This is an optimization exercise on Yosys and OpenROAD, whose aim is small area, not a production implementation.
In this exercise RTL edits were held to simulation tests only and were not proved equivalent to the original.
Power and IR drop assume default switching activity.

before:
==> module gf256_mul_lane, before the edit <==
module gf256_mul_lane
#(
  parameter logic [8:0] POLY = kuz_gf_pkg::KUZ_POLY
) (
  input  logic     clk,
  input  logic     i_en1,
  input  logic     i_en2,
  input  logic     i_en3,
  input  kuz_gf_pkg::gf_byte_t i_a,
  input  kuz_gf_pkg::gf_byte_t i_b,
  output kuz_gf_pkg::gf_byte_t o_p
);
  kuz_gf_pkg::gf_byte_t w_p0;
  kuz_gf_pkg::gf_byte_t r_p1;
  kuz_gf_pkg::gf_byte_t r_p2;
  kuz_gf_pkg::gf_byte_t r_p3;
  gf256_mul_core u_mul (
    .a (i_a),
    .b (i_b),
    .p (w_p0)
  );
  always_ff @(posedge clk) begin
    if (i_en1) begin
      r_p1 <= w_p0;
    end
    if (i_en2) begin
      r_p2 <= r_p1;
    end
    if (i_en3) begin
      r_p3 <= r_p2;
    end
  end
  assign o_p = r_p3;
endmodule
==> module gf256_mul_pipe, before the edit <==
module gf256_mul_pipe
#(
  parameter int         LANES = 16,
  parameter logic [8:0] POLY  = kuz_gf_pkg::KUZ_POLY
) (
  input  logic               clk,
  input  logic               rst,
  input  logic               in_valid,
  output logic               in_ready,
  input  logic [8*LANES-1:0] in_a,
  input  logic [8*LANES-1:0] in_b,
  output logic               out_valid,
  input  logic               out_ready,
  output logic [8*LANES-1:0] out_p
);
  logic r_v1;
  logic r_v2;
  logic r_v3;
  logic w_ld1;
  logic w_ld2;
  logic w_ld3;
  logic w_en1;
  logic w_en2;
  logic w_en3;
  logic [8*LANES-1:0] w_p3;
  assign w_ld3 = !r_v3 || out_ready;
  assign w_ld2    = !r_v2 || w_ld3;
  assign w_ld1    = !r_v1 || w_ld2;
  assign in_ready = w_ld1;
  assign w_en1 = w_ld1 && in_valid;
  assign w_en2 = w_ld2 && r_v1;
  assign w_en3 = w_ld3 && r_v2;
  always_ff @(posedge clk or posedge rst) begin
    if (rst) begin
      r_v1 <= 1'b0;
      r_v2 <= 1'b0;
      r_v3 <= 1'b0;
    end else begin
      if (w_ld1) begin
        r_v1 <= in_valid;
      end
      if (w_ld2) begin
        r_v2 <= r_v1;
      end
      if (w_ld3) begin
        r_v3 <= r_v2;
      end
    end
  end
  genvar gi;
  generate
    for (gi = 0; gi < LANES; gi++) begin : g_lane
      gf256_mul_lane #(
        .POLY (POLY)
      ) u_lane (
        .clk   (clk),
        .i_en1 (w_en1),
        .i_en2 (w_en2),
        .i_en3 (w_en3),
        .i_a   (in_a[8*gi +: 8]),
        .i_b   (in_b[8*gi +: 8]),
        .o_p   (w_p3[8*gi +: 8])
      );
    end : g_lane
  endgenerate
  assign out_valid = r_v3;
  assign out_p     = w_p3;
endmodule
clock: 4.0 ns
lec_check: 0
cap_margin: 20
cell_pad_in_sites_detail_placement: 0
cell_pad_in_sites_global_placement: 0
core_margin: 2
core_utilization: 70
cts_buf_list: sky130_fd_sc_hd__clkbuf_4
gpl_timing_driven: 0
place_density: 0.8
slew_margin: 20
synth_hierarchical: 1
synth_minimum_keep_size: 0
standard.sh (not shown) runs the stock make flow with config.mk's settings and CLKGATE_MAP_FILE= SYNTH_SCRIPT=/design/flow/synth_recipe.tcl, a recipe that flattens the netlist after the stock synthesis.
==> flow/flow/run.sh <==
#!/bin/bash
# Standard ORFS layout with three changes to how it is built:
#  - the port buffers use the smallest buffer cell (sky130_fd_sc_hd__buf_1)
#    instead of the delay buffer buffer_ports picks by default;
#  - the buffers ABC adds during synthesis are removed at floorplan;
#  - CTS inserts no dummy loads (clock buffers come from CTS_BUF_LIST).
set -euo pipefail
export BUFFER_PORTS_ARGS="-buffer_cell sky130_fd_sc_hd__buf_1"
export REMOVE_ABC_BUFFERS=1
export CTS_ARGS="-sink_clustering_enable -repair_clock_nets -buf_list sky130_fd_sc_hd__clkbuf_4 -sink_clustering_size 10 -sink_clustering_max_diameter 40 -dont_use_dummy_load"
bash standard.sh "BUFFER_PORTS_ARGS=$BUFFER_PORTS_ARGS" "REMOVE_ABC_BUFFERS=$REMOVE_ABC_BUFFERS" "CTS_ARGS=$CTS_ARGS" finish > make_finish.log 2>&1
#### Input delta (after over before)
--- a/flow/design.v
+++ b/flow/design.v
@@ -51,36 +51,45 @@
 `default_nettype none
 module gf256_mul_lane
 #(
   parameter logic [8:0] POLY = kuz_gf_pkg::KUZ_POLY
 ) (
   input  logic     clk,
-  input  logic     i_en1,
-  input  logic     i_en2,
-  input  logic     i_en3,
+  input  logic     i_ld1_n,
+  input  logic     i_val0_n,
+  input  logic     i_ld2_n,
+  input  logic     i_val1_n,
+  input  logic     i_ld3_n,
+  input  logic     i_val2_n,
   input  kuz_gf_pkg::gf_byte_t i_a,
   input  kuz_gf_pkg::gf_byte_t i_b,
   output kuz_gf_pkg::gf_byte_t o_p
 );
+  logic       w_en1;
+  logic       w_en2;
+  logic       w_en3;
   kuz_gf_pkg::gf_byte_t w_p0;
   kuz_gf_pkg::gf_byte_t r_p1;
   kuz_gf_pkg::gf_byte_t r_p2;
   kuz_gf_pkg::gf_byte_t r_p3;
   gf256_mul_core u_mul (
     .a (i_a),
     .b (i_b),
     .p (w_p0)
   );
+  assign w_en1 = !(i_ld1_n || i_val0_n);
+  assign w_en2 = !(i_ld2_n || i_val1_n);
+  assign w_en3 = !(i_ld3_n || i_val2_n);
   always_ff @(posedge clk) begin
-    if (i_en1) begin
+    if (w_en1) begin
       r_p1 <= w_p0;
     end
-    if (i_en2) begin
+    if (w_en2) begin
       r_p2 <= r_p1;
     end
-    if (i_en3) begin
+    if (w_en3) begin
       r_p3 <= r_p2;
     end
   end
   assign o_p = r_p3;
 endmodule
 module gf256_mul_core (
@@ -244,23 +253,17 @@
   logic r_v1;
   logic r_v2;
   logic r_v3;
   logic w_ld1;
   logic w_ld2;
   logic w_ld3;
-  logic w_en1;
-  logic w_en2;
-  logic w_en3;
   logic [8*LANES-1:0] w_p3;
   assign w_ld3 = !r_v3 || out_ready;
   assign w_ld2    = !r_v2 || w_ld3;
   assign w_ld1    = !r_v1 || w_ld2;
   assign in_ready = w_ld1;
-  assign w_en1 = w_ld1 && in_valid;
-  assign w_en2 = w_ld2 && r_v1;
-  assign w_en3 = w_ld3 && r_v2;
   always_ff @(posedge clk or posedge rst) begin
     if (rst) begin
       r_v1 <= 1'b0;
       r_v2 <= 1'b0;
       r_v3 <= 1'b0;
     end else begin
@@ -279,15 +282,18 @@
   generate
     for (gi = 0; gi < LANES; gi++) begin : g_lane
       gf256_mul_lane #(
         .POLY (POLY)
       ) u_lane (
         .clk   (clk),
-        .i_en1 (w_en1),
-        .i_en2 (w_en2),
-        .i_en3 (w_en3),
+        .i_ld1_n  (!w_ld1),
+        .i_val0_n (!in_valid),
+        .i_ld2_n  (!w_ld2),
+        .i_val1_n (!r_v1),
+        .i_ld3_n  (!w_ld3),
+        .i_val2_n (!r_v2),
         .i_a   (in_a[8*gi +: 8]),
         .i_b   (in_b[8*gi +: 8]),
         .o_p   (w_p3[8*gi +: 8])
       );
     end : g_lane
   endgenerate
Findings:
Compared with before, after shows die area that has gone up slightly.
Area growth from synthesis to final layout | after below before
Going from before to after, net switching fraction of the power fell by 0.25 points; sequential share of layout area stayed essentially flat; core utilization fell by 1.5 points; later-pin clock latency in the skew report rose by 0.02 ns.
Row global-route usage: after higher / before lower
Final critical-path share of the clock period was higher in the run labelled before.
after vs. before: count of filler cells inserted in the layout now sits higher; average wire per standard cell now sits higher; core area now sits higher; final standard cell count with taps included and fillers excluded now sits higher.
Looking at worst setup path endpoint, the g_lane[9].u_lane.r_p1[6]$_DFFE_PP_ result is from before; the g_lane[11].u_lane.r_p1[6]$_DFFE_PN_ one comes from after.

==> port drivers added, routing unchanged <==
The flow's constraints put no driver on any port. The routed layouts listed below were extracted and timed again, unchanged, in two steps.
Step 1: set_driving_cell puts a clkbuf_16 on clk and a buf_2 on each other input, an assumption about the parent block.
Step 2 times the ports against the registers' clock, not the clock port: input delays grow and output delays shrink by t, the midpoint of the rising clock arrivals with the driver on.
Three values: ideal ports, drivers, drivers and shift; two values: the first two.
run | t, ns | slack for setup (ns) | hold WS [ns]
before | 0.705 | 0.967 / 0.985 / 0.280 | 0.331 / 0.331 / 0.331
after | 0.713 | 1.031 / 1.000 / 0.345 | 0.339 / 0.339 / 0.339
After both steps setup and hold are still met in every run listed. The setup slack of before, which loses most, moves by +0.018 ns with the drivers and by -0.687 ns with both steps.
